Background: an optimization exercise with open tools, aiming at small area, a short achievable clock period and few clock cycles. Do not read the settings as production practice. Only simulation tests tie the RTL to the original design; equivalence was not proved. Power and IR drop assume default switching activity.

// axi_bram2axis
module axi_bram2axis #(
  parameter int AXI_DATA_WIDTH      = 512,
  parameter int AXI_XFER_SIZE_WIDTH = 32,
  parameter int BRAM_ADDR_WIDTH     = 32,
  parameter int BRAM_DATA_WIDTH     = 512,
  parameter int BRAM_DELAY          = 2,
  parameter int FIFO_DEPTH          = BRAM_DELAY + 2
) (
  input  logic                           clk,
  input  logic                           rst,
  input  logic                           i_bs2a_start,
  output logic                           o_bs2a_done,
  input  logic [AXI_XFER_SIZE_WIDTH-1:0] i_bs2a_data_size_bytes,
  output logic                           o_bs2a_rden,
  output logic [BRAM_ADDR_WIDTH-1:0]     o_bs2a_rdaddr,
  input  logic [BRAM_DATA_WIDTH-1:0]     i_bs2a_rddata,
  output logic                           m_axis_tvalid,
  input  logic                           m_axis_tready,
  output logic [AXI_DATA_WIDTH-1:0]      m_axis_tdata,
  output logic                           m_axis_tlast
);
export LEC_CHECK = 0
export CAP_MARGIN = 20
export CORE_AREA = 5 5 385 385
export CTS_BUF_LIST = sky130_fd_sc_hd__clkbuf_8
export CTS_CLUSTER_DIAMETER = 100
export CTS_CLUSTER_SIZE = 50
export DIE_AREA = 0 0 390 390
export SETUP_SLACK_MARGIN = 2.5
export SLEW_MARGIN = 20
create_clock -name core_clock -period 5.0 [get_ports {clk}]
standard.sh (not shown) runs the stock make flow with config.mk's settings and CLKGATE_MAP_FILE= SYNTH_SCRIPT=/design/flow/synth_recipe.tcl, a recipe that flattens the netlist after the stock synthesis.
==> flow/flow/run.sh <==
#!/bin/bash
# The standard layout, with three changes:
# - the port buffers are buf_2 cells instead of the resizer's default (a slow
#   delay cell);
# - the control ports are kept together on one stretch of the bottom edge
#   (flow/pins.tcl), next to the logic between them;
# - after the standard synthesis, the read-address muxes (select m_axis_tready)
#   are rewritten as NAND2 gates (flow/nandmux.py), a faster path from the
#   select to the output with the same function.
set -euo pipefail
export BUFFER_PORTS_ARGS="-buffer_cell sky130_fd_sc_hd__buf_2"
export PRE_IO_PLACEMENT_TCL="$PWD/flow/pins.tcl"
R=orfs/results/sky130hd/axi_bram2axis/base
bash standard.sh synth > synth.log 2>&1
python3 flow/nandmux.py "$R/1_2_yosys.v" > nandmux.log 2>&1
rm -f "$R/1_synth.odb" "$R/1_synth.sdc"
bash standard.sh > standard.log 2>&1
==> flow/flow/nandmux.py <==
#!/usr/bin/env python3
"""Rewrite each 2:1 mux cell that drives a read-address output in the synthesized
netlist as three NAND2 cells and a shared inverter on the select:
    X = S ? A1 : A0  ->  X = nand(nand(S, A1), nand(~S, A0))
The function is unchanged; the path from the select to the output gets
shorter than through the mux cell. Usage: nandmux.py NETLIST (rewritten in place)."""
import re
import sys

path = sys.argv[1]
text = open(path).read()
inst = re.compile(
    r"^(\s*)sky130_fd_sc_hd__mux2_\d+\s+(\S+)\s*\(\s*"
    r"\.A0\(([^()]*)\),\s*\.A1\(([^()]*)\),\s*\.S\(([^()]*)\),\s*\.X\((o_bs2a_rdaddr\[\d+\])\)\s*\);",
    re.M,
)
sel_inv = {}
wires = []
count = 0


def net(g):
    """A net name as written in a port connection; an escaped name keeps the
    space that ends it."""
    g = g.strip()
    return g + " " if g.startswith("\\") else g


def rewrite(m):
    global count
    ind, name, a0, a1, s, x = (net(g) if i else g for i, g in enumerate(m.groups()))
    key = s
    if key not in sel_inv:
        k = len(sel_inv)
        sel_inv[key] = f"nandmux_seln_{k}"
        wires.append(sel_inv[key])
        inv = f"{ind}sky130_fd_sc_hd__inv_2 nandmux_inv_{k} (\n{ind}  .A({s}),\n{ind}  .Y({sel_inv[key]})\n{ind});\n"
    else:
        inv = ""
    sn = sel_inv[key]
    n1, n0 = f"nandmux_{count}_n1", f"nandmux_{count}_n0"
    wires.extend([n1, n0])
    out = (
        inv
        + f"{ind}sky130_fd_sc_hd__nand2_1 nandmux_{count}_g1 (\n{ind}  .A({s}),\n{ind}  .B({a1}),\n{ind}  .Y({n1})\n{ind});\n"
        + f"{ind}sky130_fd_sc_hd__nand2_1 nandmux_{count}_g0 (\n{ind}  .A({sn}),\n{ind}  .B({a0}),\n{ind}  .Y({n0})\n{ind});\n"
        + f"{ind}sky130_fd_sc_hd__nand2_1 nandmux_{count}_go (\n{ind}  .A({n1}),\n{ind}  .B({n0}),\n{ind}  .Y({x})\n{ind});"
    )
    count += 1
    return out


text = inst.sub(rewrite, text)
if count:
    decl = "".join(f"  wire {w};\n" for w in wires)
    # declare the new wires right after the module header
    head = re.search(r"^module\s+axi_bram2axis\s*\([^;]*\);\n", text, re.M)
    text = text[: head.end()] + decl + text[head.end():]
open(path, "w").write(text)
print(f"rewrote {count} muxes, {len(sel_inv)} select inverters")
==> flow/flow/pins.tcl <==
# Keep the control ports together on the bottom edge: the read address and
# the ports next to it on a short stretch, the transfer size beside it.
set_io_pin_constraint -region bottom:160-205 -pin_names [get_ports {
  clk rst i_bs2a_start o_bs2a_done o_bs2a_rden m_axis_tvalid m_axis_tready
  m_axis_tlast o_bs2a_rdaddr[0] o_bs2a_rdaddr[1] o_bs2a_rdaddr[2]
  o_bs2a_rdaddr[3] o_bs2a_rdaddr[4] o_bs2a_rdaddr[5] o_bs2a_rdaddr[6]
  o_bs2a_rdaddr[7] o_bs2a_rdaddr[8] o_bs2a_rdaddr[9] o_bs2a_rdaddr[10]
  o_bs2a_rdaddr[11] o_bs2a_rdaddr[12] o_bs2a_rdaddr[13] o_bs2a_rdaddr[14]
  o_bs2a_rdaddr[15] o_bs2a_rdaddr[16] o_bs2a_rdaddr[17] o_bs2a_rdaddr[18]
  o_bs2a_rdaddr[19] o_bs2a_rdaddr[20] o_bs2a_rdaddr[21] o_bs2a_rdaddr[22]
  o_bs2a_rdaddr[23] o_bs2a_rdaddr[24] o_bs2a_rdaddr[25]}]
set_io_pin_constraint -region bottom:205-250 -pin_names [get_ports {
  i_bs2a_data_size_bytes* o_bs2a_rdaddr[26] o_bs2a_rdaddr[27]
  o_bs2a_rdaddr[28] o_bs2a_rdaddr[29] o_bs2a_rdaddr[30] o_bs2a_rdaddr[31]}]
Testbench counts at the start, summed over its fixed seeds: cycles 13,562.
Rerun with:
==> flow/flow/pins.tcl (replaced) <==
# Keep the control ports on one stretch of the bottom edge.
set_io_pin_constraint -region bottom:145-245 -pin_names [get_ports {
  clk rst i_bs2a_start i_bs2a_data_size_bytes* o_bs2a_done o_bs2a_rden
  o_bs2a_rdaddr* m_axis_tvalid m_axis_tready m_axis_tlast}]
What happened:
- via count barely changes
- non-clock buffer count came out lower by 3
- design area hardly moves
- clock-buffer cell count does not change
Rerun with:
- PLACE_DENSITY: unset -> 0.85
- SETUP_SLACK_MARGIN: 2.5 -> 2.2
Synthesized cell count does not change; maximum frequency shrinks by 7.7%; count of clock-buffer cells in the layout does not change.
Rerun with:
- PLACE_DENSITY: 0.85 -> unset
- SETUP_SLACK_MARGIN: 2.2 -> 2.7
What happened: The changed run went through all stages and came out clean; via count is lower by 1.9%; wire length fell by 12%; total power shrinks by 3.3%; utilization climbs by 0.44 points; non-clock buffer count went up by 10; clock power falls by 15%; sequential power stays flat; register-to-register slack improves by 220 ps; synthesized cell count stays the same; cell area climbs by 9.3%; area after synthesis does not change.
Rerun with:
--- a/flow/flow/nandmux.py
+++ b/flow/flow/nandmux.py
@@ -35,5 +35,5 @@
         sel_inv[key] = f"nandmux_seln_{k}"
         wires.append(sel_inv[key])
-        inv = f"{ind}sky130_fd_sc_hd__inv_2 nandmux_inv_{k} (\n{ind}  .A({s}),\n{ind}  .Y({sel_inv[key]})\n{ind});\n"
+        inv = f"{ind}sky130_fd_sc_hd__inv_4 nandmux_inv_{k} (\n{ind}  .A({s}),\n{ind}  .Y({sel_inv[key]})\n{ind});\n"
     else:
         inv = ""
@@ -45,5 +45,5 @@
         + f"{ind}sky130_fd_sc_hd__nand2_1 nandmux_{count}_g1 (\n{ind}  .A({s}),\n{ind}  .B({a1}),\n{ind}  .Y({n1})\n{ind});\n"
         + f"{ind}sky130_fd_sc_hd__nand2_1 nandmux_{count}_g0 (\n{ind}  .A({sn}),\n{ind}  .B({a0}),\n{ind}  .Y({n0})\n{ind});\n"
-        + f"{ind}sky130_fd_sc_hd__nand2_1 nandmux_{count}_go (\n{ind}  .A({n1}),\n{ind}  .B({n0}),\n{ind}  .Y({x})\n{ind});"
+        + f"{ind}sky130_fd_sc_hd__nand2_2 nandmux_{count}_go (\n{ind}  .A({n1}),\n{ind}  .B({n0}),\n{ind}  .Y({x})\n{ind});"
     )
     count += 1
- SETUP_SLACK_MARGIN: 2.7 -> 2.2
Total power rose by a few percent.
Routed wire length went down by roughly a tenth.
Clock power goes up by about a fifth.
Synthesized area came out higher slightly.
Rerun with:
--- a/flow/flow/nandmux.py
+++ b/flow/flow/nandmux.py
@@ -35,5 +35,5 @@
         sel_inv[key] = f"nandmux_seln_{k}"
         wires.append(sel_inv[key])
-        inv = f"{ind}sky130_fd_sc_hd__inv_4 nandmux_inv_{k} (\n{ind}  .A({s}),\n{ind}  .Y({sel_inv[key]})\n{ind});\n"
+        inv = f"{ind}sky130_fd_sc_hd__inv_2 nandmux_inv_{k} (\n{ind}  .A({s}),\n{ind}  .Y({sel_inv[key]})\n{ind});\n"
     else:
         inv = ""
@@ -45,5 +45,5 @@
         + f"{ind}sky130_fd_sc_hd__nand2_1 nandmux_{count}_g1 (\n{ind}  .A({s}),\n{ind}  .B({a1}),\n{ind}  .Y({n1})\n{ind});\n"
         + f"{ind}sky130_fd_sc_hd__nand2_1 nandmux_{count}_g0 (\n{ind}  .A({sn}),\n{ind}  .B({a0}),\n{ind}  .Y({n0})\n{ind});\n"
-        + f"{ind}sky130_fd_sc_hd__nand2_2 nandmux_{count}_go (\n{ind}  .A({n1}),\n{ind}  .B({n0}),\n{ind}  .Y({x})\n{ind});"
+        + f"{ind}sky130_fd_sc_hd__nand2_1 nandmux_{count}_go (\n{ind}  .A({n1}),\n{ind}  .B({n0}),\n{ind}  .Y({x})\n{ind});"
     )
     count += 1
- SETUP_SLACK_MARGIN: 2.2 -> 0.0
Result: The new run finished clean; sequential share of layout area climbs by 0.42 points; total power drops by a few percent; sequential power is about the same.


axi_bram2axis, a different RTL version from the one above (not shown whole).
export LEC_CHECK = 0
export CAP_MARGIN = 20
export CORE_AREA = 5 5 385 385
export CTS_BUF_LIST = sky130_fd_sc_hd__clkbuf_8
export CTS_CLUSTER_DIAMETER = 100
export CTS_CLUSTER_SIZE = 50
export DIE_AREA = 0 0 390 390
export SETUP_SLACK_MARGIN = 2.5
export SLEW_MARGIN = 20
export SYNTH_HIERARCHICAL = 1
export SYNTH_MINIMUM_KEEP_SIZE = 0
create_clock -name core_clock -period 5.0 [get_ports {clk}]
==> flow/flow/run.sh <==
#!/bin/bash
# The standard layout, with four changes:
# - the port buffers are buf_2 cells instead of the resizer's default (a slow
#   delay cell);
# - the control ports are kept together on one stretch of the bottom edge
#   (flow/pins.tcl), next to the logic between them;
# - the clock tree is built without dummy loads;
# - after the standard synthesis, the read-address muxes (select m_axis_tready)
#   are rewritten as NAND2 gates (flow/nandmux.py), a faster path from the
#   select to the output with the same function.
set -euo pipefail
export BUFFER_PORTS_ARGS="-buffer_cell sky130_fd_sc_hd__buf_2"
export PRE_IO_PLACEMENT_TCL="$PWD/flow/pins.tcl"
export CTS_ARGS="-sink_clustering_enable -repair_clock_nets -sink_clustering_size 50 -sink_clustering_max_diameter 100 -buf_list sky130_fd_sc_hd__clkbuf_8 -dont_use_dummy_load"
R=orfs/results/sky130hd/axi_bram2axis/base
bash standard.sh synth > synth.log 2>&1
python3 flow/nandmux.py "$R/1_2_yosys.v" > nandmux.log 2>&1
rm -f "$R/1_synth.odb" "$R/1_synth.sdc"
bash standard.sh > standard.log 2>&1
Other scripts of this flow, unchanged in this note and not shown: flow/flow/nandmux.py, flow/flow/pins.tcl
The first run finished with timing, DRC and antenna clean.
Testbench counts at the start, summed over its fixed seeds: cycles 13,562.
Then changed:
--- a/flow/flow/run.sh
+++ b/flow/flow/run.sh
@@ -2,3 +2,3 @@
 # The standard layout, with four changes:
-# - the port buffers are buf_2 cells instead of the resizer's default (a slow
+# - the port buffers are buf_1 cells instead of the resizer's default (a slow
 #   delay cell);
@@ -11,3 +11,3 @@
 set -euo pipefail
-export BUFFER_PORTS_ARGS="-buffer_cell sky130_fd_sc_hd__buf_2"
+export BUFFER_PORTS_ARGS="-buffer_cell sky130_fd_sc_hd__buf_1"
 export PRE_IO_PLACEMENT_TCL="$PWD/flow/pins.tcl"
SETUP_SLACK_MARGIN = 2.4   (was 2.5)
Result: The new run passed the timing, design-rule and antenna checks. Critical path depth rose by 1. Maximum frequency fell by 3.9%. Utilization fell by 0.16 points. Sequential cell count stays the same. Global-route usage rises by 0.27 points.
Then changed:
==> flow/flow/run.sh (replaced) <==
#!/bin/bash
# The standard layout, with three changes:
# - the port buffers are buf_2 cells instead of the resizer's default (a slow
#   delay cell);
# - the control ports are kept together on one stretch of the bottom edge
#   (flow/pins.tcl), next to the logic between them;
# - after the standard synthesis, the read-address muxes (select m_axis_tready)
#   are rewritten as NAND2 gates (flow/nandmux.py), a faster path from the
#   select to the output with the same function.
set -euo pipefail
export BUFFER_PORTS_ARGS="-buffer_cell sky130_fd_sc_hd__buf_2"
export PRE_IO_PLACEMENT_TCL="$PWD/flow/pins.tcl"
R=orfs/results/sky130hd/axi_bram2axis/base
bash standard.sh synth > synth.log 2>&1
python3 flow/nandmux.py "$R/1_2_yosys.v" > nandmux.log 2>&1
rm -f "$R/1_synth.odb" "$R/1_synth.sdc"
bash standard.sh > standard.log 2>&1
SETUP_SLACK_MARGIN = 2.2   (was 2.4)
Effect:
- The new run went through all stages and came out clean
- design area rises slightly
- total power rises by roughly a tenth
- combinational power falls by a few percent
- worst setup slack got worse by 0.16 ns
- via count falls slightly
- first-iteration DRC count falls by about a fifth
- count of clock-buffer cells in the layout rises by 2
- die area stays the same
- routed wire length stays flat
Then changed:
SETUP_SLACK_MARGIN = 2.4   (was 2.2)
Result: Setup slack improved by 0.16 ns. Count of clock-buffer cells in the layout is unchanged. Cell area stays flat. Synthesized area is unchanged. Fmax is higher by 6.2%. Routed wire length barely changes. Power is about the same.
Then changed:
SETUP_SLACK_MARGIN = 2.6   (was 2.4)
What happened:
- The new run finished clean
- global-route usage goes up by 0.20 points
- design area goes up by 12%
- worst setup slack improved by 0.099 ns
- via count goes up by 1.9%
- final cell count goes up by 0.84%
- hold slack improved by 0.014 ns


## v6
RTL: one of the versions met above, not the one the previous note started from.
Size: roughly 1000 cells after synthesis, about 1100 I/O pins, ~0.0079 sq mm of cells after synthesis.
## axi_bram2axis
module axi_bram2axis #(
  parameter int AXI_DATA_WIDTH      = 512,
  parameter int AXI_XFER_SIZE_WIDTH = 32,
  parameter int BRAM_ADDR_WIDTH     = 32,
  parameter int BRAM_DATA_WIDTH     = 512,
  parameter int BRAM_DELAY          = 2,
  parameter int FIFO_DEPTH          = BRAM_DELAY + 2
) (
  input  logic                           clk,
  input  logic                           rst,
  input  logic                           i_bs2a_start,
  output logic                           o_bs2a_done,
  input  logic [AXI_XFER_SIZE_WIDTH-1:0] i_bs2a_data_size_bytes,
  output logic                           o_bs2a_rden,
  output logic [BRAM_ADDR_WIDTH-1:0]     o_bs2a_rdaddr,
  input  logic [BRAM_DATA_WIDTH-1:0]     i_bs2a_rddata,
  output logic                           m_axis_tvalid,
  input  logic                           m_axis_tready,
  output logic [AXI_DATA_WIDTH-1:0]      m_axis_tdata,
  output logic                           m_axis_tlast
);
Settings: LEC_CHECK=0, CAP_MARGIN=20, CORE_AREA=5 5 385 385, CTS_BUF_LIST=sky130_fd_sc_hd__clkbuf_8, CTS_CLUSTER_DIAMETER=100, CTS_CLUSTER_SIZE=50, DIE_AREA=0 0 390 390, SETUP_SLACK_MARGIN=1.8, SLEW_MARGIN=20; clock period 5.0 ns.
==> flow/flow/run.sh <==
#!/bin/bash
# The standard layout, with three changes:
# - the port buffers are buf_2 cells instead of the resizer's default (a slow
#   delay cell);
# - the control ports are kept together on one stretch of the bottom edge
#   (flow/pins.tcl), next to the logic between them;
# - after the standard synthesis, the read-address muxes (select m_axis_tready)
#   are rewritten as NAND2 gates (flow/nandmux.py), a faster path from the
#   select to the output with the same function.
set -euo pipefail
export BUFFER_PORTS_ARGS="-buffer_cell sky130_fd_sc_hd__buf_2"
export PRE_IO_PLACEMENT_TCL="$PWD/flow/pins.tcl"
R=orfs/results/sky130hd/axi_bram2axis/base
bash standard.sh synth > synth.log 2>&1
python3 flow/nandmux.py "$R/1_2_yosys.v" > nandmux.log 2>&1
rm -f "$R/1_synth.odb" "$R/1_synth.sdc"
bash standard.sh > standard.log 2>&1
Other scripts of this flow, unchanged in this note and not shown: flow/flow/nandmux.py, flow/flow/pins.tcl
v6 reached the end of the flow, and the finished layout is clean on the timing, design-rule and antenna checks.
Testbench counts of v6, summed over its fixed seeds: cycles 13,562.
The inputs of v7 differ from those of v6 as listed below.
- SETUP_SLACK_MARGIN changed from 1.8 to 2.2
==> comparison <==
v7: flow completed, timing, DRC and antenna clean. Comparing the two runs side by side, v7 comes out behind v6 on cell area. Comparing v7 with v6, the number of ports placed on the die boundary came out essentially unchanged. v7 ended with more fraction of final layout cells sized beyond drive strength 1 than v6. Peak supply drop: v7 worse than v6. Fmax: v7 higher than v6. Diff v6..v7 | post-CTS setup-driven buffer insertion count | unchanged. Relative to v6, the detailed-route wire length measured on v7 has increased by more than 10%. Sequential share of layout area essentially unchanged between v7 and v6.

static timing again, ports no longer ideal:
The flow's constraints put no driver on any port. The routed layouts listed below were extracted and timed again, unchanged, in two steps. Step 1 sets driving cells, clkbuf_16 on the clock port and buf_2 on the other inputs (assumed; they add their load-dependent delay and slew). Step 2 also shifts input and output timing later by t, the mid clock arrival at the registers, as if the neighbouring blocks saw the same clock. a / b / c = ideal ports / drivers / drivers and shift; a / b = the first two.
run | shift t [ns] | setup slack, ns | worst register clock-pin slew, ns | pins driven straight from the clock port
the first run of note 1 | 0.382 | 2.460 / 2.253 / 2.253 | 0.09 / 0.09 | 1
the second run of note 1 | 0.393 | 2.476 / 2.206 / 2.206 | 0.09 / 0.09 | 1
the third run of note 1 | 0.391 | 2.266 / 2.223 / 2.223 | 0.08 / 0.08 | 1
the fourth run of note 1 | 0.386 | 2.539 / 2.220 / 2.220 | 0.09 / 0.09 | 1
the fifth run of note 1 | 0.391 | 2.284 / 2.242 / 2.242 | 0.08 / 0.08 | 1
the sixth run of note 1 | 0.381 | 1.878 / 1.855 / 1.855 | 0.08 / 0.08 | 1
the first run of note 2 | 0.361 | 2.520 / 2.273 / 2.273 | 0.07 / 0.07 | 1
the second run of note 2 | 0.368 | 2.419 / 2.324 / 2.276 | 0.07 / 0.07 | 1
the third run of note 2 | 0.372 | 2.256 / 2.214 / 2.214 | 0.08 / 0.08 | 1
the fourth run of note 2 | 0.373 | 2.417 / 2.367 / 2.290 | 0.08 / 0.08 | 1
the fifth run of note 2 | 0.379 | 2.515 / 2.213 / 2.213 | 0.08 / 0.08 | 1
v6 | 0.381 | 2.076 / 2.051 / 2.051 | 0.08 / 0.08 | 1
v7 | 0.388 | 2.303 / 2.263 / 2.263 | 0.09 / 0.09 | 1
After both steps setup and hold are still met in every run listed. For the fourth run of note 1, which loses most, drivers alone change the setup slack by -0.319 ns; drivers and shift together by -0.319 ns.
